Background: an optimization exercise with open tools, aiming at small area. Do not read the settings as production practice. Function was checked by simulation only, so behaviour that the tests miss may differ from the original. Power is estimated from default activity; no workload was simulated.

--- flow/config.mk ---
export PLATFORM = sky130hd
export DESIGN_NAME = dataPath
export DESIGN_NICKNAME = dataPath
export VERILOG_FILES = /design/flow/design.v
export SDC_FILE = /design/flow/constraint.sdc
export NUM_CORES = 4
export LEC_CHECK = 0
export ABC_AREA = 1
export CAP_MARGIN = 20
export CORE_MARGIN = 2
export CORE_UTILIZATION = 65
export CTS_BUF_LIST = sky130_fd_sc_hd__clkbuf_2 sky130_fd_sc_hd__clkbuf_4
export GPL_TIMING_DRIVEN = 0
export SLEW_MARGIN = 20
--- flow/constraint.sdc ---
create_clock -name core_clock -period 10.0 [get_ports {CLK}]
set_input_delay 2.0000 -clock core_clock [delete_from_list [all_inputs] [get_ports {CLK}]]
set_output_delay 2.0000 -clock core_clock [all_outputs]
set_load 0.01 [all_outputs]
--- flow/design.v ---
package aluPkg;
    localparam int OpWidth = 4;
    typedef enum logic [OpWidth-1:0] {
        opPassA = 4'h0,
        opPassB = 4'h1,
        opNotA  = 4'h2,
        opNotB  = 4'h3,
        opAdd   = 4'h4,
        opSub   = 4'h5,
        opMax   = 4'h6,
        opAnd   = 4'h7,
        opOr    = 4'h8,
        opNand  = 4'h9,
        opXor   = 4'hA,
        opLsl   = 4'hB,
        opLsr   = 4'hC,
        opAsl   = 4'hD,
        opAsr   = 4'hE,
        opRorc  = 4'hF
    } aluOp_t;
    typedef struct packed {
        logic zero;
        logic carry;
        logic negative;
        logic overflow;
    } aluFlags_t;
endpackage
package dpTypesPkg;
    localparam int DataWidth   = 8;
    localparam int AddrWidth   = 8;
    localparam int NumGenRegs  = 4;
    localparam int NumAddrRegs = 3;
    localparam int ArfPcIdx = 0;
    localparam int ArfArIdx = 1;
    localparam int ArfSpIdx = 2;
    typedef logic [DataWidth-1:0] data_t;
    typedef logic [AddrWidth-1:0] addr_t;
    typedef logic [$clog2(NumGenRegs)-1:0] regIdx_t;
    typedef enum logic [1:0] {regClear, regLoad, regDec, regInc} regFunc_t;
    typedef enum logic [1:0] {selAR = 2'd0, selSP = 2'd1, selPC = 2'd3} arfSel_t;
    typedef enum logic [1:0] {srcAlu, srcMem, srcImm, srcArf} srcSel_t;
    typedef struct packed {
        regIdx_t                 rfOutASel;
        regIdx_t                 rfOutBSel;
        regFunc_t                rfFunc;
        logic [NumGenRegs-1:0]   rfWrMask;
        logic [3:0]              aluOp;       
        arfSel_t                 arfOutCSel;
        arfSel_t                 arfOutDSel;
        regFunc_t                arfFunc;
        logic [NumAddrRegs-1:0]  arfWrMask;
        logic                    memWr;
        srcSel_t                 muxASel;
        srcSel_t                 muxBSel;
        logic                    muxCSel;     
        data_t                   immediate;
    } ctrlWord_t;
    function automatic data_t stepReg(regFunc_t func, data_t cur, data_t din);
        case (func)
            2'd0:     stepReg = {DataWidth{1'b0}};
            2'd1:     stepReg = din;
            2'd2:     stepReg = cur - 1'b1;
            default:  stepReg = cur + 1'b1;
        endcase
    endfunction
endpackage
`timescale 1ns/10ps
module stepRegBits (
    input  logic       ld_i,       
    input  logic       step_i,     
    input  logic       up_i,       
    input  logic [7:0] ldData_i,
    input  logic [7:0] q_i,
    output logic [7:0] d_o
);
    logic [7:0] tog;
    always_comb begin
        tog[0] = step_i;
        for (int i = 1; i < 8; i++) begin
            tog[i] = tog[i-1] & ~(q_i[i-1] ^ up_i);
        end
    end
    assign d_o = ld_i ? ldData_i : (q_i ^ tog);
endmodule
`timescale 1ns/10ps
`timescale 1ns/10ps
`timescale 1ns/10ps
module alu (
    input  logic                 CLK,
    input  logic                 rstN_i,
    input  logic                 we_i,
    input  logic [3:0]           op_i,
    input  logic [7:0]           a_i,
    input  logic [7:0]           b_i,
    output logic [7:0]           result_o,
    output logic [3:0]           flags_o
);
    logic       zQ, cQ, nQ, oQ;
    logic       sub, arith, shl, shr;
    logic [7:0] bx;
    logic [8:0] c;
    logic [7:0] x;
    logic [3:0] tt;
    logic [7:0] lut;
    logic       lt;
    logic       cNew, oNew, cUpd, oUpd;
    assign sub   = (op_i == 4'd5) | (op_i == 4'd6);
    assign arith = (op_i == 4'd4) | (op_i == 4'd5);
    assign shl   = (op_i == 4'd11) | (op_i == 4'd13);
    assign shr   = (op_i == 4'd12) | (op_i == 4'd14) | (op_i == 4'd15);
    assign bx = b_i ^ {8{sub}};
    always_comb begin
        c[0] = sub;
        for (int i = 0; i < 8; i++) begin
            c[i+1] = (a_i[i] ^ bx[i]) ? c[i] : a_i[i];
        end
    end
    assign lt = ~c[8];
    always_comb begin
        if (shl)      x = {a_i[6:0], 1'b0};
        else if (shr) x = {(op_i == 4'd14) ? a_i[7] : (op_i == 4'd15) ? cQ : 1'b0, a_i[7:1]};
        else          x = a_i;
    end
    always_comb begin
        case (op_i)
            4'd0:    tt = 4'b1100;
            4'd1:    tt = 4'b1010;
            4'd2:    tt = 4'b0011;
            4'd3:    tt = 4'b0101;
            4'd4:    tt = 4'b0110;
            4'd5:    tt = 4'b1001;
            4'd6:    tt = lt ? 4'b1010 : 4'b1100;
            4'd7:    tt = 4'b1000;
            4'd8:    tt = 4'b1110;
            4'd9:    tt = 4'b0111;
            4'd10:   tt = 4'b0110;
            default: tt = 4'b1100;
        endcase
    end
    always_comb begin
        for (int i = 0; i < 8; i++) lut[i] = (tt[3] & x[i] & b_i[i]) | (tt[2] & x[i] & ~b_i[i]) | (tt[1] & ~x[i] & b_i[i]) | (tt[0] & ~x[i] & ~b_i[i]);
    end
    assign result_o = lut ^ ({8{arith}} & c[7:0]);
    always_comb begin
        cUpd = arith | shl | shr;
        oUpd = arith;
        if (arith)    cNew = c[8] ^ sub;
        else if (shl) cNew = a_i[7];
        else          cNew = a_i[0];
        oNew = c[8] ^ c[7];
    end
    always_ff @(posedge CLK) begin
        if (!rstN_i) begin
            {zQ, cQ, nQ, oQ} <= '0;
        end else if (we_i) begin
            zQ <= (result_o == 8'd0);
            nQ <= result_o[7];
            if (cUpd) cQ <= cNew;
            if (oUpd) oQ <= oNew;
        end
    end
    assign flags_o = {zQ, cQ, nQ, oQ};
endmodule
`timescale 1ns/10ps
module dataPath (
    input  logic                   CLK,
    input  logic                   rstN_i,
    input  logic                   ctrlValid_i,
    input  dpTypesPkg::ctrlWord_t  ctrl_i,
    output dpTypesPkg::data_t      aluOut_o,
    output aluPkg::aluFlags_t      flags_o,
    output dpTypesPkg::addr_t      address_o,
    input  dpTypesPkg::data_t      memRdData_i,
    output logic                   memWe_o
);
    logic [7:0] gr [4];      
    logic [7:0] ar [3];      
    logic [7:0] grD [4];
    logic [7:0] arD [3];
    logic [7:0] rfOutB, arfOutC, arfOutD, aluA, aluResult;
    logic [7:0] grLdData, arLdData;
    logic [3:0] selA, selB, selLdA, selLdB;
    logic [2:0] selC, selD;
    logic       ldA, ldB;
    assign selA = {4{ctrl_i.muxCSel}} & (4'b0001 << ctrl_i.rfOutASel);
    assign selB = 4'b0001 << ctrl_i.rfOutBSel;
    assign selC = {ctrl_i.arfOutCSel[1], ctrl_i.arfOutCSel == 2'd1, ctrl_i.arfOutCSel == 2'd0};
    assign selD = {ctrl_i.arfOutDSel[1], ctrl_i.arfOutDSel == 2'd1, ctrl_i.arfOutDSel == 2'd0};
    assign ldA    = rstN_i & (ctrl_i.rfFunc == 2'd1);
    assign ldB    = rstN_i & (ctrl_i.arfFunc == 2'd1);
    assign selLdA = {4{ldA}} & (4'b0001 << ctrl_i.muxASel);
    assign selLdB = {4{ldB}} & (4'b0001 << ctrl_i.muxBSel);
    assign arfOutC = ({8{selC[0]}} & ar[1]) | ({8{selC[1]}} & ar[2]) | ({8{selC[2]}} & ar[0]);
    assign arfOutD = ({8{selD[0]}} & ar[1]) | ({8{selD[1]}} & ar[2]) | ({8{selD[2]}} & ar[0]);
    assign rfOutB  = ({8{selB[0]}} & gr[0]) | ({8{selB[1]}} & gr[1]) |
                     ({8{selB[2]}} & gr[2]) | ({8{selB[3]}} & gr[3]);
    assign aluA    = ({8{selA[0]}} & gr[0]) | ({8{selA[1]}} & gr[1]) |
                     ({8{selA[2]}} & gr[2]) | ({8{selA[3]}} & gr[3]) |
                     ({8{~ctrl_i.muxCSel}} & arfOutC);
    alu i_alu (
        .CLK      (CLK),
        .rstN_i   (rstN_i),
        .we_i     (ctrlValid_i),
        .op_i     (ctrl_i.aluOp),
        .a_i      (aluA),
        .b_i      (rfOutB),
        .result_o (aluResult),
        .flags_o  (flags_o)
    );
    assign grLdData = ({8{selLdA[0]}} & aluResult) | ({8{selLdA[1]}} & memRdData_i) |
                      ({8{selLdA[2]}} & ctrl_i.immediate) | ({8{selLdA[3]}} & arfOutC);
    assign arLdData = ({8{selLdB[0]}} & aluResult) | ({8{selLdB[1]}} & memRdData_i) |
                      ({8{selLdB[2]}} & ctrl_i.immediate) | ({8{selLdB[3]}} & arfOutC);
    for (genvar r = 0; r < 4; r++) begin : g_gr
        logic en;
        assign en = ctrlValid_i & ctrl_i.rfWrMask[r];
        stepRegBits i_step (
            .ld_i     (~rstN_i | (en & ~ctrl_i.rfFunc[1])),
            .step_i   (rstN_i & en & ctrl_i.rfFunc[1]),
            .up_i     (ctrl_i.rfFunc[0]),
            .ldData_i (grLdData),
            .q_i      (gr[r]),
            .d_o      (grD[r])
        );
        always_ff @(posedge CLK) gr[r] <= grD[r];
    end
    for (genvar r = 0; r < 3; r++) begin : g_ar
        logic en;
        assign en = ctrlValid_i & ctrl_i.arfWrMask[r];
        stepRegBits i_step (
            .ld_i     (~rstN_i | (en & ~ctrl_i.arfFunc[1])),
            .step_i   (rstN_i & en & ctrl_i.arfFunc[1]),
            .up_i     (ctrl_i.arfFunc[0]),
            .ldData_i (arLdData),
            .q_i      (ar[r]),
            .d_o      (arD[r])
        );
        always_ff @(posedge CLK) ar[r] <= arD[r];
    end
    assign memWe_o   = ctrlValid_i & ctrl_i.memWr;
    assign aluOut_o  = aluResult;
    assign address_o = arfOutD;
endmodule
--- flow/flow/run.sh ---
#!/bin/bash
# Own layout flow: the standard ORFS flow with three changes
#  - synthesis maps logic with an area-only ABC script (flow/abc_area_min.script)
#    instead of ORFS's abc_area.script, which also buffers and upsizes gates;
#    everything else in synthesis is the standard flow's own synth_recipe.tcl, so register
#    names and cells are those of the standard synthesis
#  - ports are buffered with sky130_fd_sc_hd__buf_1 (BUFFER_PORTS_ARGS)
#  - the rest is standard.sh unchanged
# Each tool's output goes to a log file of its own in this folder.
set -euo pipefail
W=$PWD
cat > "$W/own_synth.tcl" <<EOT
# synth_recipe.tcl with the ABC script swapped for flow/abc_area_min.script
proc abc {args} {
  set i [lsearch -exact \$args -script]
  if {\$i >= 0} { lset args [expr {\$i + 1}] $W/flow/abc_area_min.script }
  puts "own_synth: abc \$args"
  yosys abc {*}\$args
}
source $W/synth_recipe.tcl
EOT
sed "s#$W/synth_recipe.tcl#$W/own_synth.tcl#g" standard.sh > own_standard.sh
grep -q own_synth.tcl own_standard.sh
export CTS_ARGS="-sink_clustering_enable -repair_clock_nets -buf_list {sky130_fd_sc_hd__clkbuf_2 sky130_fd_sc_hd__clkbuf_4} -dont_use_dummy_load"
export BUFFER_PORTS_ARGS="-buffer_cell sky130_fd_sc_hd__buf_1"
bash own_standard.sh synth > "$W/log_synth.txt" 2>&1
grep -q "own_synth: abc -script $W/flow/abc_area_min.script" orfs/logs/*/dataPath/base/1_2_yosys.log
bash own_standard.sh > "$W/log_layout.txt" 2>&1
test -s out/final.def
--- flow/flow/abc_area_min.script ---
strash
&get -n
&st
&dch
&nf -R 1000
&put
topo
--- flow/standard.sh ---
#!/bin/bash
# synth_recipe.tcl (not shown) runs the flow's synth.tcl, then flattens the netlist and writes it again
# the make line also repeats each setting of config.mk as NAME=value (left out here)
make -C /OpenROAD-flow-scripts/flow DESIGN_CONFIG=/design/flow/config.mk WORK_HOME=/design/flow/orfs CLKGATE_MAP_FILE= SYNTH_SCRIPT=/design/flow/synth_recipe.tcl "${@:-finish}"
==> Flow_metrics.wiki, run 1 <==
{| class="wikitable"
! Metric !! Value
|-
| Most utilized layer in the global route result || met2
|-
| Layout Nets || roughly 790
|-
| Mean number of vias per cell || approximately 6.3
|-
| Buffer type at the clock tree root || sky130_fd_sc_hd__clkbuf_4
|-
| Portion of netlist area occupied by mux cells || between 4 and 5%
|-
| TritonCTS Buffers || 9
|-
| CP Max Fanout || 9
|-
| Buffers inserted during post-CTS setup optimization || 0
|-
| Number of different library cells in the post-synthesis netlist || 37
|-
| Clk sinks || 60
|-
| Chip Height || 90.1 um
|-
| Power per cell area || about 120 mW/mm^2
|-
| Remaining DRCs || 0
|-
| Peak ir drop on the vdd network || between 0.00007 and 0.00008 V
|-
| Sequential Power Share || roughly 46%
|-
| Vias after detailed routing || roughly 5,200
|-
| Power share of the clock group || around a fifth
|-
| Port Buf Inserts || 68
|-
| Warning count from the yosys run || 9
|-
| Combinational share of power || 34.7%
|-
| Most common cell after layout, fill and taps aside || sky130_fd_sc_hd__nand2_1
|-
| Run status || complete, no violations
|-
| Worst setup margin || between 0.4 and 0.5 ns
|-
| Final critical-path share of the clock period || 95.3%
|-
| RePlAce Congestion || approximately 1.0
|-
| Clock latency on the worst-skew pair || 0.43 ns
|-
| Post-synthesis net count || approximately 700
|-
| Area of the mapped netlist || approximately 0.0048 sq mm
|-
| Total global routing track utilization || around a third
|-
| CP Launch Point || ctrl_i[24]
|-
| Initial antenna violation count || 0
|-
| Clock tree from TritonCTS || built
|-
| Routed Wire Length || ~14,000 um
|-
| Origin of the critical flop-to-flop path || ar[1][0]$_DFF_P_
|-
| Switching part of the total power || between 30 and 40%
|-
| Share of synthesized cell area in full adder, half adder and majority cells || less than 1%
|-
| Count of final max-slew check failures || 0
|-
| Total die area || 0.00811 sq mm
|-
| First-pass GRT wire length || about 23,000 um
|-
| Rows || 31
|-
| M1 GR Usage || 42.7%
|-
| # Max-Cap Violations || 0
|-
| Std-Cell Core Area || about 0.007 sq mm
|-
| Complex-gate fraction of the synthesized area || 25.8%
|-
| Number of enable-type register cells in the synthesized netlist || 0
|-
| H-tree depth reported by CTS || 3
|-
| Total inserted antenna cells || 0
|-
| Data arrival time of the critical path || roughly 7.5 ns
|-
| TNS Setup || 0 ns
|-
| Average instance area after synthesis || between 7 and 8 sq um
|-
| Worst max-slew margin expressed relative to the limit || 29.9%
|-
| Hold path start || i_alu.zQ$_SDFFE_PN0P_
|-
| Hold-fix buffer count after cts || 0
|-
| Synth Area in Simple Gates || around 22%
|-
| Shortest period the worst path allows || roughly 9.5 ns
|-
| Average wire length per cell after detail routing || between 15 and 20 um
|-
| Required time of the worst setup path || 8.00 ns
|-
| Achievable clock frequency || between 0.1 and 0.15 GHz
|-
| Nature of the critical path endpoint || output pin
|-
| Grt ovf || 0
|-
| Worst hold slack after final layout || a little over 0.5 ns
|-
| Pin slew with the least headroom to its limit || 1.05 ns
|-
| Synthesis-stage register bit count || 60
|-
| XOR/XNOR Fraction of Synth Area || between 20% and 30%
|-
| Worst clock skew || approximately 0.037 ns
|-
| FFs w/ async S/R, synth || 0%
|-
| Combinational family with the most area after synthesis || compound AO/OA/AOI/OAI gates
|-
| Met2 layer usage reported by global route || slightly above 60%
|-
| X dimension of the die || 90.1 um
|-
| Primary FF master, synth || sky130_fd_sc_hd__dfxtp_1
|-
| Post-detailed-route count of antenna-violating nets || 0
|-
| Number of primary I/O pins || 69
|-
| Proportion of layout cells with a drive suffix above 1 || roughly 3.3%
|-
| Met3 Resource Use GR || under 10%
|-
| Most frequent cells in the layout || sky130_fd_sc_hd__nand2_1, sky130_fd_sc_hd__nor2_1, sky130_fd_sc_hd__a21oi_1, sky130_fd_sc_hd__buf_1, sky130_fd_sc_hd__dfxtp_1
|-
| Maximum number of pins on one net before global-route repair || 33
|-
| Number of global-route vias before repair || 4,908
|-
| Register clock-pin slew on the reported worst setup and hold paths || around 0.08 ns
|-
| Final instance area || 0.00534 sq mm
|-
| Maximum count of clock buffers along a single path || 2
|-
| Number of hold violations in the final report || 0
|-
| Switching power summed over all nets || between 0.0002 and 0.00025 W
|-
| Layout overhead on the synthesized area || 10.8%
|-
| Initial Util || 66.7%
|-
| Dpl hpwl || ~11,000 um
|-
| Cell area reported after detailed placement || 0.00524 sq mm
|-
| Final number of setup-violating endpoints || 0
|-
| Category of the most critical setup path || input port to output pin
|-
| Static leakage power || between 1.5 and 2 nW
|-
| Worst slack after detailed placement || 0.421 ns
|-
| Layout filler cell count || ~600
|-
| Number of DRC markers after the initial detailed-route iteration || around 440
|-
| Sequential cell area fraction in the yosys report || between 20% and 30%
|-
| Nature of the critical path startpoint || input port
|-
| Drt first pass iters || 6
|-
| Count of mapped cells out of synthesis || roughly 660
|-
| CTS resizes || 0
|-
| HP Class || register to register
|-
| Setup repair after global routing missed its margin || no
|-
| Internal power || 0.000384 W
|}
path summary, 6_finish.rpt:
kind                                               to  slack [ns]  depth (start not counted)
worst max-delay path                      aluOut_o[2]        0.47                         22
worst min-delay path            i_alu.zQ$_SDFFE_PN0P_        0.52                          2
worst max register to register       gr[3][3]$_DFF_P_        4.34                         21
worst min register to register  i_alu.zQ$_SDFFE_PN0P_        0.52                          2
state kept, by name, indices dropped and copies added, names as in the netlist:
signal and cells:
gr 32, i_alu.cQ 1, ar 24, i_alu.oQ 1, i_alu.zQ 1, i_alu.nQ 1
critical path, cell delays in order:
cell                       delay (ns)
sky130_fd_sc_hd__buf_1           0.18
sky130_fd_sc_hd__clkinv_1        0.20
sky130_fd_sc_hd__nand2_1         0.21
sky130_fd_sc_hd__nor2_1          0.10
sky130_fd_sc_hd__nor2_1          0.80
sky130_fd_sc_hd__mux2i_1         0.24
sky130_fd_sc_hd__maj3_1          0.44
sky130_fd_sc_hd__a21oi_1         0.26
sky130_fd_sc_hd__maj3_1          0.25
sky130_fd_sc_hd__maj3_1          0.20
sky130_fd_sc_hd__nand2_1         0.05
sky130_fd_sc_hd__o21ai_0         0.13
sky130_fd_sc_hd__maj3_1          0.31
sky130_fd_sc_hd__nand2_1         0.06
sky130_fd_sc_hd__o21ai_0         0.23
sky130_fd_sc_hd__nor4_1          0.10
sky130_fd_sc_hd__or4_1           0.65
sky130_fd_sc_hd__o21ai_0         0.21
sky130_fd_sc_hd__a21oi_1         0.06
sky130_fd_sc_hd__nor2_1          0.17
sky130_fd_sc_hd__xor2_1          0.46
sky130_fd_sc_hd__buf_1           0.20
kinds of logic after synthesis:
kind of cell | count (synthesis)
DFF | 60
muxes | 22
and+or+nand+nor | 254
adders and majority gates | 4
xor gates and xnor gates | 113
buffers and inverters | 8
AOI/OAI and AO/OA | 194
power groups by stage:
stage | Sequential (W) | Clock (W) | Combinational [W]
2_1_floorplan | 0.000285 | 0 | 0.000147
3_3_place_gp | 0.000290 | 0 | 0.000202
3_5_place_dp | 0.000292 | 0 | 0.000211
4_1_cts | 0.000286 | 0.000123 | 0.000212
5_1_grt | 0.000290 | 0.000132 | 0.000240
6_report | 0.000287 | 0.000123 | 0.000218
stage by stage:
step	cells	utilization, %	total power, W
floorplan	655	-	0.000432
finish	835	74.0	0.000628
global route	835	74.0	0.000662
CTS	835	73.6	0.000621
detailed placement	826	72.6	0.000502
global placement	822	72.0	0.000492
routing by layer:
layer  routed length, um  up-vias
met1                5860     2435
li1                    -     2540
met4                 437        0
met3                 969       35
met5                   0        -
met2                6940      239
cell usage after synthesis (2+ instances only):
cell type,number,area share [%]
sky130_fd_sc_hd__nand2_1,115,9.0
sky130_fd_sc_hd__nor2_1,82,6.4
sky130_fd_sc_hd__a21oi_1,67,7.0
sky130_fd_sc_hd__dfxtp_1,60,25
sky130_fd_sc_hd__xnor2_1,57,10
sky130_fd_sc_hd__xor2_1,56,10
sky130_fd_sc_hd__o21ai_0,49,5.1
sky130_fd_sc_hd__mux2i_1,22,4.6
sky130_fd_sc_hd__a222oi_1,17,3.5
sky130_fd_sc_hd__a22oi_1,13,2.0
sky130_fd_sc_hd__a221oi_1,12,2.2
sky130_fd_sc_hd__nor3_1,11,1.1
sky130_fd_sc_hd__nand3_1,9,0.94
sky130_fd_sc_hd__a211oi_1,8,1.2
sky130_fd_sc_hd__a22o_1,8,1.5
sky130_fd_sc_hd__nor2b_1,7,0.91
sky130_fd_sc_hd__nor4_1,7,0.91
sky130_fd_sc_hd__and2_0,5,0.65
sky130_fd_sc_hd__nand4_1,5,0.65
sky130_fd_sc_hd__o211ai_1,5,0.78
sky130_fd_sc_hd__buf_4,4,0.62
sky130_fd_sc_hd__clkinv_1,4,0.31
sky130_fd_sc_hd__maj3_1,4,0.83
sky130_fd_sc_hd__o211a_1,4,0.83
sky130_fd_sc_hd__and3_1,3,0.39
sky130_fd_sc_hd__or3_1,3,0.39
sky130_fd_sc_hd__a21boi_0,2,0.31
sky130_fd_sc_hd__a31oi_1,2,0.26
sky130_fd_sc_hd__nand2b_1,2,0.26
sky130_fd_sc_hd__o22ai_1,2,0.26
sky130_fd_sc_hd__o31a_1,2,0.36
sky130_fd_sc_hd__o31ai_1,2,0.31
sky130_fd_sc_hd__or2_0,2,0.26
cell type report:
type / count / area, sq um / share of cell area [%]
plain buffers: 4 / 30.0 / 0.563
clock buffers: 9 / 67.6 / 1.27
inverters: 4 / 15.0 / 0.281
multi-input cells: 587 / 3600 / 67.4
flip-flops and latches: 60 / 1200 / 22.5
well taps: 99 / 124 / 2.32
repair buffers: 72 / 300 / 5.63
==> run 2, diff against run 1 <==
==> flow/flow/abc_area_min.script (replaced) <==
strash
&get -n
&st
&dch
&nf -R 1000 -C 32
&put
topo
--- a/flow/config.mk
+++ b/flow/config.mk
@@ -8,3 +8,3 @@
 export ABC_AREA = 1
-export CAP_MARGIN = 20
+export CAP_MARGIN = 0
 export CORE_MARGIN = 2
@@ -12,3 +12,2 @@
 export CTS_BUF_LIST = sky130_fd_sc_hd__clkbuf_2 sky130_fd_sc_hd__clkbuf_4
-export GPL_TIMING_DRIVEN = 0
-export SLEW_MARGIN = 20
+export SLEW_MARGIN = 0
==> run 2 against run 1 <==
  * Synthesized area is 1.7% lower
  * First-iteration DRC count is 31% higher
  * Critical path depth is 2 lower
  * Critical path type unchanged
  * Critical endpoint is now aluOut_o[7]
  * Largest power group unchanged
  * Highest routed layer unchanged
==> Flow_metrics.wiki, run 2 <==
{| class="wikitable"
! Metric !! Value
|-
| Total power of the final layout || 0.000564 W (-10%)
|-
| Post-detailed-route count of antenna-violating nets || 0 (unchanged)
|-
| Std-Cell Core Area || 0.00714 sq mm (-1.1%)
|-
| Sequential cell area fraction in the yosys report || 25.4% (+0.42 points)
|-
| Area of the mapped netlist || 0.00473 sq mm (-1.7%)
|-
| Setup repair after global routing missed its margin || no
|-
| Shortest period the worst path allows || 9.30 ns (-0.231 ns)
|-
| Initial antenna violation count || 0 (unchanged)
|-
| Register-to-register setup slack || 4.47 ns (+0.13 ns)
|-
| H-tree depth reported by CTS || 3 (unchanged)
|-
| Count of cells along the worst register-to-register path || 22 (+4.8%)
|-
| Most common cell after layout, fill and taps aside || sky130_fd_sc_hd__nand2_1
|-
| Most frequent cell after synthesis || sky130_fd_sc_hd__nand2_1
|-
| Worst clock skew || 0.0307 ns (-0.00662 ns)
|-
| Number of different library cells in the post-synthesis netlist || 35 (-5.4%)
|-
| Endpoint, Worst Hold || i_alu.oQ$_SDFFE_PN0P_
|-
| Total die area || 0.00798 sq mm (-1.6%)
|-
| Number of enable-type register cells in the synthesized netlist || 0 (unchanged)
|-
| Achievable clock frequency || 0.108 GHz (+2.5%)
|-
| Register clock-pin slew on the reported worst setup and hold paths || 0.09 ns (about the same)
|-
| Largest registers || gr x32, ar x24
|-
| Final critical-path share of the clock period || 93.0% (-2.3 points)
|-
| Post-synth top area cell || sky130_fd_sc_hd__dfxtp_1
|-
| # Max-Cap Violations || 0 (unchanged)
|-
| Worst max-slew margin expressed relative to the limit || 17.6% (-12 points)
|-
| Routed Wire Length || 14,400 um (+1.3%)
|-
| Chip Height || 89.3 um (-0.80%)
|-
| Largest register FFs || 32 (unchanged)
|-
| Total global routing track utilization || 36.0% (+1.1 points)
|-
| Run status || complete, no violations
|-
| Primary FF master, synth || sky130_fd_sc_hd__dfxtp_1
|-
| Number of cells traversed by the worst hold path || 2 (unchanged)
|-
| Static leakage power || 1.71 nW (-13%)
|-
| Cell types with the largest area share after synthesis || sky130_fd_sc_hd__dfxtp_1, sky130_fd_sc_hd__xor2_1, sky130_fd_sc_hd__o21ai_0
|-
| Layout filler cell count || 638 (+8.7%)
|-
| Clk sinks || 60 (unchanged)
|-
| Number of DRC markers after the initial detailed-route iteration || 581 (+31%)
|-
| Average wire length per cell after detail routing || 17.3 um (+1.9%)
|-
| Total inserted antenna cells || 0 (unchanged)
|-
| Proportion of layout cells with a drive suffix above 1 || 2.87% (-0.39 points)
|-
| Power per cell area || 108 mW/mm^2 (-8.5%)
|-
| Share of the synthesized area in the top cell type || 25.4% (+0.42 points)
|-
| Nature of the critical path startpoint || input port
|-
| Clock latency on the worst-skew pair || 0.44 ns (about the same)
|-
| Switching part of the total power || 37.3% (-1.6 points)
|-
| TNS Setup || 0 ns (unchanged)
|-
| X dimension of the die || 89.3 um (-0.80%)
|-
| Origin of the critical flop-to-flop path || gr[2][0]$_DFF_P_
|-
| Hold path start || i_alu.oQ$_SDFFE_PN0P_
|-
| FF-to-FF End || gr[0][5]$_DFF_P_
|-
| Number of primary I/O pins || 69 (unchanged)
|-
| CTS resizes || 0 (unchanged)
|-
| Category of the most critical setup path || input port to output pin
|-
| HP Class || register to register
|-
| Mean number of vias per cell || 6.48 (+3.0%)
|-
| Combinational share of power || 29.0% (-5.7 points)
|-
| TritonCTS Buffers || 9 (unchanged)
|-
| Power share of the clock group || 22.7% (+3.1 points)
|-
| Vias after detailed routing || 5,375 (+2.4%)
|-
| Post-synthesis net count || 695 (-1.1%)
|-
| First-pass GRT wire length || 22,600 um (-3.3%)
|-
| Pin slew with the least headroom to its limit || 1.22 ns (+0.176 ns)
|-
| Count of final max-slew check failures || 0 (unchanged)
|-
| Maximum number of pins on one net before global-route repair || 34 (+3.0%)
|-
| Peak ir drop on the vdd network || 0.0000720 V (-2.9%)
|-
| Port Buf Inserts || 68 (unchanged)
|-
| FFs w/ async S/R, synth || 0% (unchanged)
|-
| Data arrival time of the critical path || 7.30 ns (-0.23 ns)
|-
| Register ranked first by flip-flop count || gr
|-
| Rows || 31 (unchanged)
|-
| Hold-fix buffer count after cts || 0 (unchanged)
|-
| Internal power || 0.000354 W (-7.9%)
|-
| Maximum count of clock buffers along a single path || 2 (unchanged)
|-
| Clock tree from TritonCTS || built
|-
| Number of hold violations in the final report || 0 (unchanged)
|-
| Most frequent cells in the layout || sky130_fd_sc_hd__nand2_1, sky130_fd_sc_hd__o21ai_0, sky130_fd_sc_hd__buf_1, sky130_fd_sc_hd__xor2_1, sky130_fd_sc_hd__dfxtp_1
|-
| Nature of the critical path endpoint || output pin
|-
| CP Max Fanout || 12 (+3)
|-
| Buffers inserted during post-CTS setup optimization || 0 (unchanged)
|-
| Dpl hpwl || 11,000 um (+2.3%)
|-
| Most instantiated cells after synthesis || sky130_fd_sc_hd__nand2_1, sky130_fd_sc_hd__o21ai_0, sky130_fd_sc_hd__xor2_1
|-
| Layout overhead on the synthesized area || 10.6%
|-
| Initial Util || 66.3% (-0.40 points)
|-
| Sequential Power Share || 48.3% (+2.6 points)
|-
| Final number of setup-violating endpoints || 0 (unchanged)
|-
| Drt first pass iters || 7 (+1)
|-
| RePlAce Congestion || 0.982 (-4.6%)
|-
| Warning count from the yosys run || 9 (unchanged)
|-
| Buffer type at the clock tree root || sky130_fd_sc_hd__clkbuf_4
|-
| Switching power summed over all nets || 0.000210 W (-14%)
|-
| Layout Nets || 781 (-0.64%)
|-
| Synthesis-stage register bit count || 60 (unchanged)
|-
| Count of mapped cells out of synthesis || 647 (-1.2%)
|-
| Number of global-route vias before repair || 4,710 (-4.0%)
|-
| Required time of the worst setup path || 8.00 ns (about the same)
|-
| Average instance area after synthesis || 7.32 sq um (-0.45%)
|-
| Remaining DRCs || 0 (unchanged)
|-
| Grt ovf || 0 (unchanged)
|}
run 2: cell types whose count changed in the layout (fill, tap and decap cells not counted), sizes merged, moves of 3 or more:
cell	before	now
o21ai	49	101
a21oi	67	28
a222oi	17	48
nor2	82	58
mux2i	22	3
nand2	115	129
a22oi	13	0
clkinv	4	17
a221oi	12	0
a22o	8	1
xor2	56	61
nand3	9	6
nor3	11	14
run 2: power groups by stage:
stage | logic [W] | clock network, W | registers (W)
after floorplan | 0.000106 | 0 | 0.000271
after global placement | 0.000153 | 0 | 0.000277
after detailed placement | 0.000159 | 0 | 0.000277
after CTS | 0.000159 | 0.000128 | 0.000272
after global routing | 0.000180 | 0.000140 | 0.000274
final | 0.000164 | 0.000128 | 0.000272
run 2: metrics by stage:
| step | cells | utilization [%] | hold slack (ns) | area, sq um | setup WS (ns) |
|---|---|---|---|---|---|
| detailed placement | 821 | 72.4 | 0.542 | 5170 | 0.906 |
| global route | 830 | 73.4 | 0.596 | 5240 | 0.351 |
| floorplan | 647 | - | 0.497 | 4730 | 1.69 |
| CTS | 830 | 73.4 | 0.566 | 5240 | 0.909 |
| finish | 830 | 73.4 | 0.557 | 5240 | 0.704 |
| global placement | 821 | 72.4 | 0.520 | 5170 | 1.10 |
run 2: cell families (layout without fill, tap and decap cells):
group,count (synthesis),in the layout,synth area share [%]
adders and majority gates,4,4,0.846
DFF,60,60,25.4
AOI/OAI and AO/OA,202,202,28.1
and+or+nand+nor,240,240,21.4
buffers and inverters,21,105,1.98
xor gates and xnor gates,116,116,21.5
muxes,4,4,0.872
run 2: area by class of cell:
class	instances	area (sq um)	area share [%]
Clock buffer	9	67.6	1.29
Timing Repair Buffer	79	339	6.48
Multi-Input combinational cell	566	3440	65.7
Sequential cell	60	1200	22.9
Inverter	17	63.8	1.22
Tap cell	99	124	2.37
run 2: worst max-delay path, cell delays in order:
cell,delay (ns)
sky130_fd_sc_hd__buf_1,0.36
sky130_fd_sc_hd__nor3b_1,0.77
sky130_fd_sc_hd__a222oi_1,0.21
sky130_fd_sc_hd__o211a_1,0.22
sky130_fd_sc_hd__mux2i_1,0.20
sky130_fd_sc_hd__maj3_1,0.23
sky130_fd_sc_hd__a21oi_1,0.09
sky130_fd_sc_hd__maj3_1,0.39
sky130_fd_sc_hd__maj3_1,0.39
sky130_fd_sc_hd__o21a_1,0.12
sky130_fd_sc_hd__a21oi_1,0.17
sky130_fd_sc_hd__maj3_1,0.24
sky130_fd_sc_hd__clkinv_1,0.10
sky130_fd_sc_hd__nand2_1,0.06
sky130_fd_sc_hd__o21ai_0,0.19
sky130_fd_sc_hd__a21oi_1,0.64
sky130_fd_sc_hd__a21oi_1,0.15
sky130_fd_sc_hd__nor2_1,0.13
sky130_fd_sc_hd__xor2_1,0.42
sky130_fd_sc_hd__buf_1,0.21
run 2: worst max path at each step:
stage	from	to	slack, ns	cells after the start
2_1_floorplan	ctrl_i[36]	aluOut_o[7]	1.69	19
3_3_place_gp	ctrl_i[8]	aluOut_o[7]	1.10	20
3_5_place_dp	ctrl_i[8]	aluOut_o[7]	0.91	20
4_1_cts	ctrl_i[8]	aluOut_o[7]	0.91	20
5_1_grt	ctrl_i[8]	aluOut_o[7]	0.35	22
6_report	ctrl_i[8]	aluOut_o[7]	0.70	20
run 2: per-layer routing:
metal / part of all wire [%] / vias up / wire, um / global-route usage [%]
met1: 41 / 2448 / 5830 / 45.6
li1: - / 2541 / - / -
met3: 9.5 / 53 / 1360 / 6.74
met4: 3.7 / 0 / 529 / 13.0
met2: 46 / 333 / 6660 / 60.9
met5: 0 / - / 0 / 0
==> run 3, diff against run 2 <==
--- a/flow/flow/run.sh
+++ b/flow/flow/run.sh
@@ -23,3 +23,3 @@
 grep -q own_synth.tcl own_standard.sh
-export CTS_ARGS="-sink_clustering_enable -repair_clock_nets -buf_list {sky130_fd_sc_hd__clkbuf_2 sky130_fd_sc_hd__clkbuf_4} -dont_use_dummy_load"
+export CTS_ARGS="-sink_clustering_enable -repair_clock_nets -buf_list {sky130_fd_sc_hd__clkbuf_2 sky130_fd_sc_hd__clkbuf_4} -dont_use_dummy_load -sink_clustering_size 30 -sink_clustering_max_diameter 100"
 export BUFFER_PORTS_ARGS="-buffer_cell sky130_fd_sc_hd__buf_1"
==> flow/flow/abc_area_min.script (replaced) <==
strash
&get -n
&st
&dch
&nf -R 1000
&put
topo
--- a/flow/config.mk
+++ b/flow/config.mk
@@ -8,3 +8,3 @@
 export ABC_AREA = 1
-export CAP_MARGIN = 0
+export CAP_MARGIN = 20
 export CORE_MARGIN = 2
@@ -12,2 +12,2 @@
 export CTS_BUF_LIST = sky130_fd_sc_hd__clkbuf_2 sky130_fd_sc_hd__clkbuf_4
-export SLEW_MARGIN = 0
+export SLEW_MARGIN = 20
==> run 3 against run 2 <==
  * Core utilization is 0.56 points higher
  * Critical path depth fell by 1
  * Still clean on timing, DRC and antenna
  * Worst hold slack got worse by 0.059 ns
  * Non-clock buffer count grew 2
  * Register-to-register slack gained 0.13 ns
  * Combinational power up 32%
  * Clock power barely moved
  * Global-route usage is 0.15 points higher
  * Synthesized area rose by 1.7%
==> Flow_metrics.wiki, run 3 <==
{| class="wikitable"
! Metric !! Value
|-
| Sequential Power Share || 45.7% (-2.6 points)
|-
| Static leakage power || 1.98 nW (+16%)
|-
| Power per cell area || 118 mW/mm^2 (+9.7%)
|-
| Worst clock skew || 0.0243 ns (-0.00637 ns)
|-
| Rows || 31 (unchanged)
|-
| FF-to-FF End || i_alu.zQ$_SDFFE_PN0P_
|-
| WP depth || 19 (-5.0%)
|-
| Routed Wire Length || 14,700 um (+2.0%)
|-
| Initial Util || 66.7% (+0.40 points)
|-
| Area of the mapped netlist || 0.00481 sq mm (+1.7%)
|-
| Met1 Routed Length || 5880 um (+0.79%)
|-
| Required time of the worst setup path || 8.00 ns (about the same)
|-
| Maximum number of pins on one net before global-route repair || 34 (unchanged)
|-
| Count of final max-slew check failures || 0 (unchanged)
|-
| HP Class || register to register
|-
| Number of global-route vias before repair || 4,878 (+3.6%)
|-
| Sequential cell area fraction in the yosys report || 24.9% (-0.42 points)
|-
| Peak ir drop on the vdd network || 0.0000862 V (+20%)
|-
| Most frequent cells in the layout || sky130_fd_sc_hd__nand2_1, sky130_fd_sc_hd__nor2_1, sky130_fd_sc_hd__a21oi_1, sky130_fd_sc_hd__buf_1, sky130_fd_sc_hd__dfxtp_1
|-
| Post-synth top area cell || sky130_fd_sc_hd__dfxtp_1
|-
| Clock tree from TritonCTS || built
|-
| Drt first pass iters || 6 (-1)
|-
| Number of DRC markers after the initial detailed-route iteration || 436 (-25%)
|-
| Switching power summed over all nets || 0.000245 W (+17%)
|-
| Met2 wire len || 7350 um (+10%)
|-
| Final core utilization || 73.9% (+0.56 points)
|-
| Mean number of vias per cell || 6.35 (-2.0%)
|-
| # Max-Cap Violations || 0 (unchanged)
|-
| Count of cells along the worst register-to-register path || 22 (unchanged)
|-
| Switching part of the total power || 38.9% (+1.7 points)
|-
| Total met3 wirelength after detailed routing || 996 um (-27%)
|-
| RePlAce Congestion || 1.03 (+5.1%)
|-
| Complex-gate fraction of the synthesized area || 25.8% (-2.3 points)
|-
| Origin of the critical flop-to-flop path || ar[1][0]$_DFF_P_
|-
| Average instance area after synthesis || 7.35 sq um (+0.45%)
|-
| Post-synthesis net count || 703 (+1.2%)
|-
| Crit path top cell by count || sky130_fd_sc_hd__maj3_1
|-
| Warning count from the yosys run || 9 (unchanged)
|-
| First-pass GRT wire length || 24,000 um (+6.1%)
|-
| Top Metal Used || met4
|-
| Register clock-pin slew on the reported worst setup and hold paths || 0.08 ns (about the same)
|-
| Average wire length per cell after detail routing || 17.4 um (+0.70%)
|-
| Initial antenna violation count || 1 (+1)
|-
| Clk sinks || 60 (unchanged)
|-
| Cell types with the largest area share after synthesis || sky130_fd_sc_hd__dfxtp_1, sky130_fd_sc_hd__xnor2_1, sky130_fd_sc_hd__xor2_1
|-
| Combinational share of power || 34.2% (+5.2 points)
|-
| Std-Cell Core Area || 0.00721 sq mm (+1.1%)
|-
| Synth Area in Simple Gates || 22.3% (+0.97 points)
|-
| Number of enable-type register cells in the synthesized netlist || 0 (unchanged)
|-
| Layout Nets || 791 (+1.3%)
|-
| Number of cells traversed by the worst hold path || 2 (unchanged)
|-
| Vias after detailed routing || 5,340 (-0.65%)
|-
| Register ranked first by flip-flop count || gr
|-
| Grt ovf || 0 (unchanged)
|-
| Hold-fix buffer count after cts || 0 (unchanged)
|-
| Most frequent cell after synthesis || sky130_fd_sc_hd__nand2_1
|-
| Layout overhead on the synthesized area || 10.8%
|-
| Internal power || 0.000385 W (+8.8%)
|-
| Nature of the critical path startpoint || input port
|-
| Cells along the critical path || buf_1, nor3b_1, a222oi_1, o211a_1, mux2i_1, maj3_1, a21oi_1, maj3_1, maj3_1, nand2_1, o21ai_0, maj3_1, nand2_1, o21ai_0, a21oi_1, a211oi_1, nor2_1, xor2_1, buf_1
|-
| Slowest cell on crit path || sky130_fd_sc_hd__nor3b_1
|-
| Total die area || 0.00811 sq mm (+1.6%)
|-
| Synthesis-stage register bit count || 60 (unchanged)
|-
| H-tree depth reported by CTS || 3 (unchanged)
|-
| Share of synthesized cell area in full adder, half adder and majority cells || 0.832% (-0.014 points)
|-
| Worst Setup EP || aluOut_o[2]
|-
| Most instantiated cells after synthesis || sky130_fd_sc_hd__nand2_1, sky130_fd_sc_hd__nor2_1, sky130_fd_sc_hd__a21oi_1
|-
| Primary FF master, synth || sky130_fd_sc_hd__dfxtp_1
|-
| Shortest period the worst path allows || 9.35 ns (+0.0495 ns)
|-
| Total global routing track utilization || 36.2% (+0.15 points)
|-
| Remaining DRCs || 0 (unchanged)
|-
| Register-to-register setup slack || 4.60 ns (+0.13 ns)
|-
| Combinational family with the most area after synthesis || compound AO/OA/AOI/OAI gates
|-
| Proportion of layout cells with a drive suffix above 1 || 3.10% (+0.23 points)
|-
| Count of mapped cells out of synthesis || 655 (+1.2%)
|-
| Run status || complete, no violations
|-
| Maximum count of clock buffers along a single path || 2 (unchanged)
|-
| Largest registers || gr x32, ar x24
|-
| XOR/XNOR Fraction of Synth Area || 20.6% (-0.90 points)
|-
| FFs w/ async S/R, synth || 0% (unchanged)
|-
| Crit path max-delay family || compound AO/OA/AOI/OAI gates
|-
| Most common cell after layout, fill and taps aside || sky130_fd_sc_hd__nand2_1
|-
| Portion of netlist area occupied by mux cells || 4.57% (+3.7 points)
|-
| Share of the synthesized area in the top cell type || 24.9% (-0.42 points)
|-
| Category of the most critical setup path || input port to output pin
|-
| Achievable clock frequency || 0.107 GHz (-0.53%)
|-
| Data arrival time of the critical path || 7.35 ns (+0.05 ns)
|-
| Number of primary I/O pins || 69 (unchanged)
|-
| Number of different library cells in the post-synthesis netlist || 37 (+5.7%)
|-
| Number of hold violations in the final report || 0 (unchanged)
|-
| Final critical-path share of the clock period || 93.5% (+0.50 points)
|-
| Worst hold slack after final layout || 0.498 ns (-0.0592 ns)
|-
| Chip Height || 90.1 um (+0.81%)
|-
| Post-detailed-route count of antenna-violating nets || 0 (unchanged)
|-
| CP Launch Point || ctrl_i[8]
|-
| Final number of setup-violating endpoints || 0 (unchanged)
|-
| Clock latency on the worst-skew pair || 0.43 ns (about the same)
|-
| CTS resizes || 0 (unchanged)
|-
| CP bufs+invs || 2 (-1)
|-
| Largest register FFs || 32 (unchanged)
|-
| Setup repair after global routing missed its margin || no
|-
| TritonCTS Buffers || 9 (unchanged)
|-
| Worst max-slew margin expressed relative to the limit || 34.5% (+17 points)
|-
| Power share of the clock group || 20.1% (-2.6 points)
|-
| CP Max Fanout || 12 (unchanged)
|-
| Buffers inserted during post-CTS setup optimization || 0 (unchanged)
|-
| X dimension of the die || 90.1 um (+0.81%)
|-
| Highest cell delay on the worst timing path || 0.80 ns (+0.03 ns)
|-
| Nature of the critical path endpoint || output pin
|-
| TNS Setup || 0 ns (unchanged)
|-
| Dpl hpwl || 11,400 um (+3.0%)
|-
| Port Buf Inserts || 68 (unchanged)
|-
| Buffer type at the clock tree root || sky130_fd_sc_hd__clkbuf_4
|-
| Layout filler cell count || 598 (-6.3%)
|-
| Pin slew with the least headroom to its limit || 0.975 ns (-0.250 ns)
|}
## run 3: cell types whose count changed after synthesis, moves of 3 or more
cell                       change
sky130_fd_sc_hd__nor2_1       +24
sky130_fd_sc_hd__a21oi_1      +39
sky130_fd_sc_hd__o21ai_0      -52
sky130_fd_sc_hd__clkinv_1     -13
sky130_fd_sc_hd__a22oi_1      +13
sky130_fd_sc_hd__nand3_1       +3
sky130_fd_sc_hd__a222oi_1     -31
sky130_fd_sc_hd__nand2_1      -14
sky130_fd_sc_hd__a22o_1        +7
sky130_fd_sc_hd__nor3_1        -3
sky130_fd_sc_hd__a221oi_1     +12
sky130_fd_sc_hd__xor2_1        -5
sky130_fd_sc_hd__mux2i_1      +19
## run 3: tightest hold or removal path, delay by kind of cell, from the launching register on
family	cells	cell delay [ns]
flops	1	0.31
compound gates	1	0.08
simple gates	1	0.06
## run 3: stage by stage
stage | instance area [sq um] | cells | total power, W | setup slack, ns
floorplan | 4810 | 655 | 0.000432 | 2.09
global placement | 5260 | 831 | 0.000496 | 1.06
detailed placement | 5260 | 831 | 0.000503 | 0.859
CTS | 5330 | 840 | 0.000625 | 0.843
global route | 5330 | 841 | 0.000663 | 0.244
finish | 5330 | 841 | 0.000630 | 0.655
## run 3: worst min-delay path by stage
| stage | endpoint | startpoint |
|---|---|---|
| 2_1_floorplan | i_alu.zQ$_SDFFE_PN0P_ | i_alu.zQ$_SDFFE_PN0P_ |
| 3_3_place_gp | i_alu.zQ$_SDFFE_PN0P_ | i_alu.zQ$_SDFFE_PN0P_ |
| 3_5_place_dp | i_alu.zQ$_SDFFE_PN0P_ | i_alu.zQ$_SDFFE_PN0P_ |
| 4_1_cts | i_alu.zQ$_SDFFE_PN0P_ | i_alu.zQ$_SDFFE_PN0P_ |
| 5_1_grt | i_alu.zQ$_SDFFE_PN0P_ | i_alu.zQ$_SDFFE_PN0P_ |
| 6_report | i_alu.zQ$_SDFFE_PN0P_ | i_alu.zQ$_SDFFE_PN0P_ |
## run 3: power by group through the flow
| stage | Combinational (W) | Clock, W | Sequential [W] |
|---|---|---|---|
| after floorplan | 0.000147 | 0 | 0.000285 |
| after global placement | 0.000204 | 0 | 0.000292 |
| after detailed placement | 0.000210 | 0 | 0.000293 |
| after CTS | 0.000211 | 0.000126 | 0.000287 |
| after global routing | 0.000237 | 0.000135 | 0.000291 |
| final | 0.000216 | 0.000126 | 0.000288 |
## run 3: cell families after synthesis
group / count (synthesis)
AND/OR/NAND/NOR: 254
multiplexers: 22
flip-flops: 60
adder cells (fa/ha/maj): 4
AO/OA/AOI/OAI: 194
XOR/XNOR: 113
buffers and inverters: 8
## run 3: layout make-up
type | count | area, sq um | area share [%]
well taps | 99 | 124 | 2.32
diodes | 1 | 2.50 | 0.0469
inverters | 4 | 15.0 | 0.282
repair buffers | 81 | 354 | 6.64
flip-flops and latches | 60 | 1200 | 22.5
clock buffers | 9 | 67.6 | 1.27
multi-input cells | 587 | 3570 | 66.9
## run 3: layer usage
metal / up-vias / GRT usage, %
li1: 2554 / -
met1: 2479 / 43.3
met2: 262 / 64.8
met3: 45 / 5.36
met4: 0 / 14.2
met5: - / 0
==> run 4, diff against run 3 <==
--- a/flow/flow/run.sh
+++ b/flow/flow/run.sh
@@ -23,3 +23,3 @@
 grep -q own_synth.tcl own_standard.sh
-export CTS_ARGS="-sink_clustering_enable -repair_clock_nets -buf_list {sky130_fd_sc_hd__clkbuf_2 sky130_fd_sc_hd__clkbuf_4} -dont_use_dummy_load -sink_clustering_size 30 -sink_clustering_max_diameter 100"
+export CTS_ARGS="-sink_clustering_enable -repair_clock_nets -buf_list {sky130_fd_sc_hd__clkbuf_4} -dont_use_dummy_load"
 export BUFFER_PORTS_ARGS="-buffer_cell sky130_fd_sc_hd__buf_1"
==> flow/flow/abc_area_min.script (replaced) <==
strash
&get -n
&st
&dch
&nf -R 1000 -C 32
&put
topo
--- a/flow/config.mk
+++ b/flow/config.mk
@@ -8,6 +8,6 @@
 export ABC_AREA = 1
-export CAP_MARGIN = 20
+export CAP_MARGIN = 0
 export CORE_MARGIN = 2
 export CORE_UTILIZATION = 65
-export CTS_BUF_LIST = sky130_fd_sc_hd__clkbuf_2 sky130_fd_sc_hd__clkbuf_4
+export CTS_BUF_LIST = sky130_fd_sc_hd__clkbuf_4
 export SLEW_MARGIN = 20
==> run 4 against run 3 <==
  * Still clean on timing, DRC and antenna
  * First-iteration DRC count increased by 58%
  * Die area decreased by 1.6%
  * Clock power about the same
  * Via count is 0.39% lower
  * Synthesized area fell by 1.7%
  * Total power decreased by 10%
  * Sequential share of layout area increased by 0.39 points
  * Core utilization fell by 0.48 points
==> Flow_metrics.wiki, run 4 <==
{| class="wikitable"
! Metric !! Value
|-
| Warning count from the yosys run || 9 (unchanged)
|-
| Port Buf Inserts || 68 (unchanged)
|-
| Number of enable-type register cells in the synthesized netlist || 0 (unchanged)
|-
| Total global routing track utilization || 36.0% (-0.15 points)
|-
| Area of the mapped netlist || 0.00473 sq mm (-1.7%)
|-
| Shortest period the worst path allows || 9.26 ns (-0.0823 ns)
|-
| Sequential Power Share || 48.2% (+2.5 points)
|-
| Number of different library cells in the post-synthesis netlist || 35 (-5.4%)
|-
| Register clock-pin slew on the reported worst setup and hold paths || 0.09 ns (about the same)
|-
| Run status || complete, no violations
|-
| Category of the most critical setup path || input port to output pin
|-
| Nature of the critical path endpoint || output pin
|-
| # Max-Cap Violations || 0 (unchanged)
|-
| TritonCTS Buffers || 9 (unchanged)
|-
| Number of primary I/O pins || 69 (unchanged)
|-
| Average instance area after synthesis || 7.32 sq um (-0.45%)
|-
| Chip Height || 89.3 um (-0.80%)
|-
| Share of the synthesized area in the top cell type || 25.4% (+0.42 points)
|-
| Buffers inserted during post-CTS setup optimization || 0 (unchanged)
|-
| Post-synthesis net count || 695 (-1.1%)
|-
| Clock tree from TritonCTS || built
|-
| Number of global-route vias before repair || 4,710 (-3.4%)
|-
| Combinational family with the most area after synthesis || compound AO/OA/AOI/OAI gates
|-
| Final critical-path share of the clock period || 92.6% (-0.82 points)
|-
| Maximum count of clock buffers along a single path || 2 (unchanged)
|-
| H-tree depth reported by CTS || 3 (unchanged)
|-
| TNS Setup || 0 ns (unchanged)
|-
| Highest cell delay on the worst timing path || 0.75 ns (-0.05 ns)
|-
| Std-Cell Core Area || 0.00714 sq mm (-1.1%)
|-
| Vias after detailed routing || 5,319 (-0.39%)
|-
| Buffer type at the clock tree root || sky130_fd_sc_hd__clkbuf_4
|-
| Dpl hpwl || 11,000 um (-2.9%)
|-
| RePlAce Congestion || 0.982 (-4.9%)
|-
| Layout filler cell count || 634 (+6.0%)
|-
| Initial antenna violation count || 0 (-1)
|-
| Register ranked first by flip-flop count || gr
|-
| Largest register FFs || 32 (unchanged)
|-
| Hold-fix buffer count after cts || 0 (unchanged)
|-
| Post-detailed-route count of antenna-violating nets || 0 (unchanged)
|-
| Synth Area in Simple Gates || 21.4% (-0.97 points)
|-
| Number of hold violations in the final report || 0 (unchanged)
|-
| Final number of setup-violating endpoints || 0 (unchanged)
|-
| Data arrival time of the critical path || 7.26 ns (-0.09 ns)
|-
| Combinational share of power || 29.0% (-5.2 points)
|-
| Cell types with the largest area share after synthesis || sky130_fd_sc_hd__dfxtp_1, sky130_fd_sc_hd__xor2_1, sky130_fd_sc_hd__o21ai_0
|-
| CP bufs+invs || 3 (+1)
|-
| Remaining DRCs || 0 (unchanged)
|-
| Count of final max-slew check failures || 0 (unchanged)
|-
| Switching part of the total power || 37.3% (-1.7 points)
|-
| Setup repair after global routing missed its margin || no
|-
| Maximum number of pins on one net before global-route repair || 34 (unchanged)
|-
| Pin slew with the least headroom to its limit || 1.18 ns (+0.206 ns)
|-
| Layout overhead on the synthesized area || 10.7% (about the same)
|-
| Primary FF master, synth || sky130_fd_sc_hd__dfxtp_1
|-
| Power per cell area || 108 mW/mm^2 (-8.9%)
|-
| Synthesis-stage register bit count || 60 (unchanged)
|-
| Clk sinks || 60 (unchanged)
|-
| CTS resizes || 0 (unchanged)
|-
| CP Max Fanout || 12 (unchanged)
|-
| Most instantiated cells after synthesis || sky130_fd_sc_hd__nand2_1, sky130_fd_sc_hd__o21ai_0, sky130_fd_sc_hd__xor2_1
|-
| Portion of netlist area occupied by mux cells || 0.872% (-3.7 points)
|-
| Worst max-slew margin expressed relative to the limit || 20.5% (-14 points)
|-
| Number of DRC markers after the initial detailed-route iteration || 691 (+58%)
|-
| Most common cell after layout, fill and taps aside || sky130_fd_sc_hd__nand2_1
|-
| Proportion of layout cells with a drive suffix above 1 || 3.01% (-0.094 points)
|-
| Nature of the critical path startpoint || input port
|-
| Worst clock skew || 0.0332 ns (+0.00886 ns)
|-
| Initial Util || 66.3% (-0.40 points)
|-
| Static leakage power || 1.71 nW (-14%)
|-
| Post-synth top area cell || sky130_fd_sc_hd__dfxtp_1
|-
| Largest registers || gr x32, ar x24
|-
| X dimension of the die || 89.3 um (-0.80%)
|-
| Grt ovf || 0 (unchanged)
|-
| Share of synthesized cell area in full adder, half adder and majority cells || 0.846% (+0.014 points)
|-
| Total inserted antenna cells || 0 (-1)
|-
| XOR/XNOR Fraction of Synth Area || 21.5% (+0.90 points)
|-
| Clock latency on the worst-skew pair || 0.44 ns (about the same)
|-
| Worst hold slack after final layout || 0.558 ns (+0.0596 ns)
|-
| Drt first pass iters || 8 (+2)
|-
| Slowest cell on crit path || sky130_fd_sc_hd__nor3b_1
|-
| Internal power || 0.000354 W (-8.0%)
|-
| Average wire length per cell after detail routing || 17.3 um (-0.91%)
|-
| FFs w/ async S/R, synth || 0% (unchanged)
|-
| Sequential cell area fraction in the yosys report || 25.4% (+0.42 points)
|-
| Layout Nets || 781 (-1.3%)
|-
| Most frequent cells in the layout || sky130_fd_sc_hd__nand2_1, sky130_fd_sc_hd__o21ai_0, sky130_fd_sc_hd__buf_1, sky130_fd_sc_hd__xor2_1, sky130_fd_sc_hd__dfxtp_1
|-
| Crit path max-delay family || compound AO/OA/AOI/OAI gates
|-
| Achievable clock frequency || 0.108 GHz (+0.89%)
|-
| Peak ir drop on the vdd network || 0.0000720 V (-16%)
|-
| Power share of the clock group || 22.7% (+2.6 points)
|-
| HP Class || register to register
|-
| Most frequent cell after synthesis || sky130_fd_sc_hd__nand2_1
|-
| Total die area || 0.00798 sq mm (-1.6%)
|-
| Complex-gate fraction of the synthesized area || 28.1% (+2.3 points)
|-
| Rows || 31 (unchanged)
|-
| Count of mapped cells out of synthesis || 647 (-1.2%)
|-
| Required time of the worst setup path || 8.00 ns (about the same)
|-
| Cells along the critical path || buf_1, nor3b_1, a222oi_1, o211a_1, mux2i_1, maj3_1, a21oi_1, maj3_1, maj3_1, o21a_1, a21oi_1, maj3_1, clkinv_1, nand2_1, o21ai_0, a21oi_1, a21oi_1, nor2_1, xor2_1, buf_1
|-
| Switching power summed over all nets || 0.000210 W (-14%)
|-
| Routed Wire Length || 14,400 um (-2.2%)
|-
| First-pass GRT wire length || 22,600 um (-5.7%)
|-
| Mean number of vias per cell || 6.41 (+0.93%)
|}
## run 4: worst paths after layout
| path | start | to | slack (ns) | cells past startpoint |
|---|---|---|---|---|
| worst max-delay path | ctrl_i[8] | aluOut_o[7] | 0.74 | 20 |
| worst min-delay path | i_alu.oQ$_SDFFE_PN0P_ | i_alu.oQ$_SDFFE_PN0P_ | 0.56 | 2 |
| worst max register to register | gr[2][0]$_DFF_P_ | gr[0][5]$_DFF_P_ | 4.49 | 22 |
| worst min register to register | i_alu.oQ$_SDFFE_PN0P_ | i_alu.oQ$_SDFFE_PN0P_ | 0.56 | 2 |
## run 4: cells by family (layout without fill, tap and decap cells)
| logic type | after synthesis | after routing |
|---|---|---|
| adders and majority gates | 4 | 4 |
| AOI/OAI and AO/OA | 202 | 202 |
| xor gates and xnor gates | 116 | 116 |
| DFF | 60 | 60 |
| and+or+nand+nor | 240 | 240 |
| buffers and inverters | 21 | 105 |
| muxes | 4 | 4 |
## run 4: layout make-up
cell class | count | area (sq um) | area share, %
Clock buffer | 9 | 67.6 | 1.29
Timing Repair Buffer | 79 | 339 | 6.47
Sequential cell | 60 | 1200 | 22.9
Inverter | 17 | 63.8 | 1.22
Tap cell | 99 | 124 | 2.36
Multi-Input combinational cell | 566 | 3450 | 65.7
## run 4: tightest hold or removal path: stages, from the launching register on
cell and delay, ns:
sky130_fd_sc_hd__dfxtp_1 0.34, sky130_fd_sc_hd__o21ai_0 0.08, sky130_fd_sc_hd__a21oi_1 0.10
## run 4: metal layers
metal	GRT usage, %	routed length (um)
met1	45.6	5950
met4	13.0	389
met5	0	0
met3	6.74	1270
met2	60.9	6740
## run 4: power by group through the flow
stage	logic, W	clock network (W)	registers (W)
2_1_floorplan	0.000106	0	0.000271
3_3_place_gp	0.000153	0	0.000277
3_5_place_dp	0.000159	0	0.000277
4_1_cts	0.000159	0.000128	0.000272
5_1_grt	0.000181	0.000140	0.000274
6_report	0.000164	0.000128	0.000272
## run 4: per-stage QoR
| step | cell area, sq um | cells | total power [W] | setup slack (ns) | utilization (%) |
|---|---|---|---|---|---|
| floorplan | 4730 | 647 | 0.000377 | 1.69 | - |
| global placement | 5170 | 821 | 0.000430 | 1.10 | 72.4 |
| detailed placement | 5170 | 821 | 0.000436 | 0.906 | 72.4 |
| CTS | 5240 | 830 | 0.000558 | 0.909 | 73.4 |
| global route | 5240 | 830 | 0.000594 | 0.351 | 73.4 |
| finish | 5240 | 830 | 0.000564 | 0.737 | 73.4 |
==> run 5, diff against run 4 <==
--- a/flow/config.mk
+++ b/flow/config.mk
@@ -8,3 +8,3 @@
 export ABC_AREA = 1
-export CAP_MARGIN = 0
+export CAP_MARGIN = 20
 export CORE_MARGIN = 2
==> run 5 against run 4 <==
  * Total power did not move
  * Synthesized cell count unchanged
  * Critical endpoint unchanged
  * Clock skew is the same
  * Global-route usage unchanged
  * Worst setup slack unchanged
  * Cell area stayed put
  * Non-clock buffer count unchanged
  * Still clean on timing, DRC and antenna
  * Critical path type unchanged
==> Flow_metrics.wiki, run 5 <==
{| class="wikitable"
! Metric !! Value
|-
| Run status || complete, no violations
|-
| CTS resizes || 0 (unchanged)
|-
| Count of mapped cells out of synthesis || 647 (unchanged)
|-
| Share of the synthesized area in the top cell type || 25.4% (unchanged)
|-
| Highest cell delay on the worst timing path || 0.75 ns (about the same)
|-
| Clock latency on the worst-skew pair || 0.44 ns (about the same)
|-
| Most instantiated cells after synthesis || sky130_fd_sc_hd__nand2_1, sky130_fd_sc_hd__o21ai_0, sky130_fd_sc_hd__xor2_1
|-
| Clock tree from TritonCTS || built
|-
| Warning count from the yosys run || 9 (unchanged)
|-
| Cell types with the largest area share after synthesis || sky130_fd_sc_hd__dfxtp_1, sky130_fd_sc_hd__xor2_1, sky130_fd_sc_hd__o21ai_0
|-
| Layout filler cell count || 634 (unchanged)
|-
| Dpl hpwl || 11,000 um (unchanged)
|-
| Average instance area after synthesis || 7.32 sq um (unchanged)
|-
| Cells along the critical path || buf_1, nor3b_1, a222oi_1, o211a_1, mux2i_1, maj3_1, a21oi_1, maj3_1, maj3_1, o21a_1, a21oi_1, maj3_1, clkinv_1, nand2_1, o21ai_0, a21oi_1, a21oi_1, nor2_1, xor2_1, buf_1
|-
| Proportion of layout cells with a drive suffix above 1 || 3.01% (unchanged)
|-
| Std-Cell Core Area || 0.00714 sq mm (unchanged)
|-
| Drt first pass iters || 8 (unchanged)
|-
| Total global routing track utilization || 36.0% (unchanged)
|-
| Worst clock skew || 0.0332 ns (unchanged)
|-
| CP bufs+invs || 3 (unchanged)
|-
| Mean number of vias per cell || 6.41 (unchanged)
|-
| Register clock-pin slew on the reported worst setup and hold paths || 0.09 ns (about the same)
|-
| Peak ir drop on the vdd network || 0.0000720 V (unchanged)
|-
| CP Max Fanout || 12 (unchanged)
|-
| Layout overhead on the synthesized area || 10.7% (unchanged)
|-
| Average wire length per cell after detail routing || 17.3 um (unchanged)
|-
| Static leakage power || 1.71 nW (unchanged)
|-
| Post-detailed-route count of antenna-violating nets || 0 (unchanged)
|-
| Grt ovf || 0 (unchanged)
|-
| Number of hold violations in the final report || 0 (unchanged)
|-
| Number of primary I/O pins || 69 (unchanged)
|-
| Most frequent cells in the layout || sky130_fd_sc_hd__nand2_1, sky130_fd_sc_hd__o21ai_0, sky130_fd_sc_hd__buf_1, sky130_fd_sc_hd__xor2_1, sky130_fd_sc_hd__dfxtp_1
|-
| Met2 layer usage reported by global route || 60.9% (unchanged)
|-
| Slowest cell on crit path || sky130_fd_sc_hd__nor3b_1
|-
| Post-synthesis net count || 695 (unchanged)
|-
| Crit path max-delay family || compound AO/OA/AOI/OAI gates
|-
| Number of DRC markers after the initial detailed-route iteration || 691 (unchanged)
|-
| Port Buf Inserts || 68 (unchanged)
|-
| Worst max-slew margin expressed relative to the limit || 20.5% (unchanged)
|-
| Final instance area || 0.00524 sq mm (unchanged)
|-
| Setup repair after global routing missed its margin || no
|-
| # Max-Cap Violations || 0 (unchanged)
|-
| Initial Util || 66.3% (unchanged)
|-
| Count of final max-slew check failures || 0 (unchanged)
|-
| Hold-fix buffer count after cts || 0 (unchanged)
|-
| M1 GR Usage || 45.6% (unchanged)
|-
| FFs w/ async S/R, synth || 0% (unchanged)
|-
| Most frequent cell after synthesis || sky130_fd_sc_hd__nand2_1
|-
| RePlAce Congestion || 0.982 (unchanged)
|-
| Buffers inserted during post-CTS setup optimization || 0 (unchanged)
|-
| Data arrival time of the critical path || 7.26 ns (about the same)
|-
| Chip Height || 89.3 um (unchanged)
|-
| Final critical-path share of the clock period || 92.6% (unchanged)
|-
| Layout Nets || 781 (unchanged)
|-
| Maximum count of clock buffers along a single path || 2 (unchanged)
|-
| Routed Wire Length || 14,400 um (unchanged)
|-
| Total die area || 0.00798 sq mm (unchanged)
|-
| Pin slew with the least headroom to its limit || 1.18 ns (unchanged)
|-
| Number of global-route vias before repair || 4,710 (unchanged)
|-
| Most utilized layer in the global route result || met2
|-
| First-pass GRT wire length || 22,600 um (unchanged)
|-
| Initial antenna violation count || 0 (unchanged)
|-
| Achievable clock frequency || 0.108 GHz (unchanged)
|-
| Primary FF master, synth || sky130_fd_sc_hd__dfxtp_1
|-
| Area of the mapped netlist || 0.00473 sq mm (unchanged)
|-
| TNS Setup || 0 ns (unchanged)
|-
| Maximum number of pins on one net before global-route repair || 34 (unchanged)
|-
| Power per cell area || 108 mW/mm^2 (unchanged)
|-
| Vias after detailed routing || 5,319 (unchanged)
|-
| Sequential cell area fraction in the yosys report || 25.4% (unchanged)
|-
| Register-to-register setup slack || 4.49 ns (about the same)
|-
| Remaining DRCs || 0 (unchanged)
|-
| Count of cells along the worst register-to-register path || 22 (unchanged)
|-
| Total inserted antenna cells || 0 (unchanged)
|-
| Largest register FFs || 32 (unchanged)
|-
| Final number of setup-violating endpoints || 0 (unchanged)
|-
| Number of cells traversed by the worst hold path || 2 (unchanged)
|-
| Most common cell after layout, fill and taps aside || sky130_fd_sc_hd__nand2_1
|-
| Rows || 31 (unchanged)
|-
| HP Class || register to register
|-
| Clk sinks || 60 (unchanged)
|-
| Cell area reported after detailed placement || 0.00517 sq mm (unchanged)
|-
| Category of the most critical setup path || input port to output pin
|-
| Shortest period the worst path allows || 9.26 ns (unchanged)
|-
| Largest registers || gr x32, ar x24
|-
| Buffer type at the clock tree root || sky130_fd_sc_hd__clkbuf_4
|-
| Number of enable-type register cells in the synthesized netlist || 0 (unchanged)
|-
| H-tree depth reported by CTS || 3 (unchanged)
|-
| Met3 Resource Use GR || 6.74% (unchanged)
|-
| Register ranked first by flip-flop count || gr
|-
| TritonCTS Buffers || 9 (unchanged)
|-
| WP depth || 20 (unchanged)
|-
| X dimension of the die || 89.3 um (unchanged)
|-
| Synthesis-stage register bit count || 60 (unchanged)
|-
| Required time of the worst setup path || 8.00 ns (about the same)
|-
| Nature of the critical path endpoint || output pin
|-
| Number of different library cells in the post-synthesis netlist || 35 (unchanged)
|-
| Nature of the critical path startpoint || input port
|-
| Post-synth top area cell || sky130_fd_sc_hd__dfxtp_1
|}
## run 5: cell counts after synthesis
No cell type changed its count.
## run 5: cells by family after synthesis
family / share of synthesized area, %
buffers and inverters: 1.98
muxes: 0.872
AOI/OAI and AO/OA: 28.1
xor gates and xnor gates: 21.5
adders and majority gates: 0.846
and+or+nand+nor: 21.4
DFF: 25.4
## run 5: stage by stage
step | util [%] | setup slack, ns | power [W] | instances | hold slack (ns)
floorplan | - | 1.69 | 0.000377 | 647 | 0.497
global placement | 72.4 | 1.10 | 0.000430 | 821 | 0.520
detailed placement | 72.4 | 0.906 | 0.000436 | 821 | 0.542
CTS | 73.4 | 0.909 | 0.000558 | 830 | 0.566
global route | 73.4 | 0.351 | 0.000594 | 830 | 0.596
finish | 73.4 | 0.737 | 0.000564 | 830 | 0.558
## run 5: cell type report
| class | instances | area [sq um] | share of cell area [%] |
|---|---|---|---|
| multi-input cells | 566 | 3450 | 65.7 |
| flip-flops and latches | 60 | 1200 | 22.9 |
| repair buffers | 79 | 339 | 6.47 |
| well taps | 99 | 124 | 2.36 |
| clock buffers | 9 | 67.6 | 1.29 |
| inverters | 17 | 63.8 | 1.22 |
## run 5: worst paths after layout
kind | start | to
min | i_alu.oQ$_SDFFE_PN0P_ | i_alu.oQ$_SDFFE_PN0P_
min reg2reg | i_alu.oQ$_SDFFE_PN0P_ | i_alu.oQ$_SDFFE_PN0P_
max reg2reg | gr[2][0]$_DFF_P_ | gr[0][5]$_DFF_P_
max | ctrl_i[8] | aluOut_o[7]
## run 5: power breakdown
part	internal (W)	total, W	switching, W	leakage [nW]
clock	0.0000418	0.000128	0.0000866	0.0414
sequential	0.000252	0.000272	0.0000197	0.488
combinational	0.0000597	0.000164	0.000104	1.18
total	0.000354	0.000564	0.000210	1.71
## run 5: routing by layer
| metal | share of wire, % | wire length (um) |
|---|---|---|
| met4 | 2.7 | 389 |
| met5 | 0 | 0 |
| met3 | 8.8 | 1270 |
| met1 | 41 | 5950 |
| met2 | 47 | 6740 |
## run 5: worst min-delay path, delay by kind of cell (launching register included)
| kind | cells | cell delay, ns |
|---|---|---|
| compound gates | 2 | 0.18 |
| flops | 1 | 0.34 |

[port drivers added, routing unchanged]
The results above use ideal ports. As a check the final layouts listed here were re-extracted and re-timed, cells and wires unchanged.
Step 1, drivers: a clkbuf_16 drives CLK and a buf_2 each remaining input, both assumed.
Step 2 times the ports against the registers' clock, not the clock port: input delays grow and output delays shrink by t, the midpoint of the rising clock arrivals with the driver on.
Three values: no drivers, after step 1, after step 2; two values: the first two.
run | t (ns) | setup slack, ns
run 1 | 0.438 | 0.473 / 0.449 / 0.449
run 2 | 0.450 | 0.704 / 0.682 / 0.682
run 3 | 0.451 | 0.655 / 0.618 / 0.618
run 4 | 0.451 | 0.737 / 0.715 / 0.715
run 5 | 0.451 | 0.737 / 0.715 / 0.715
After both steps every run listed still meets setup and hold.
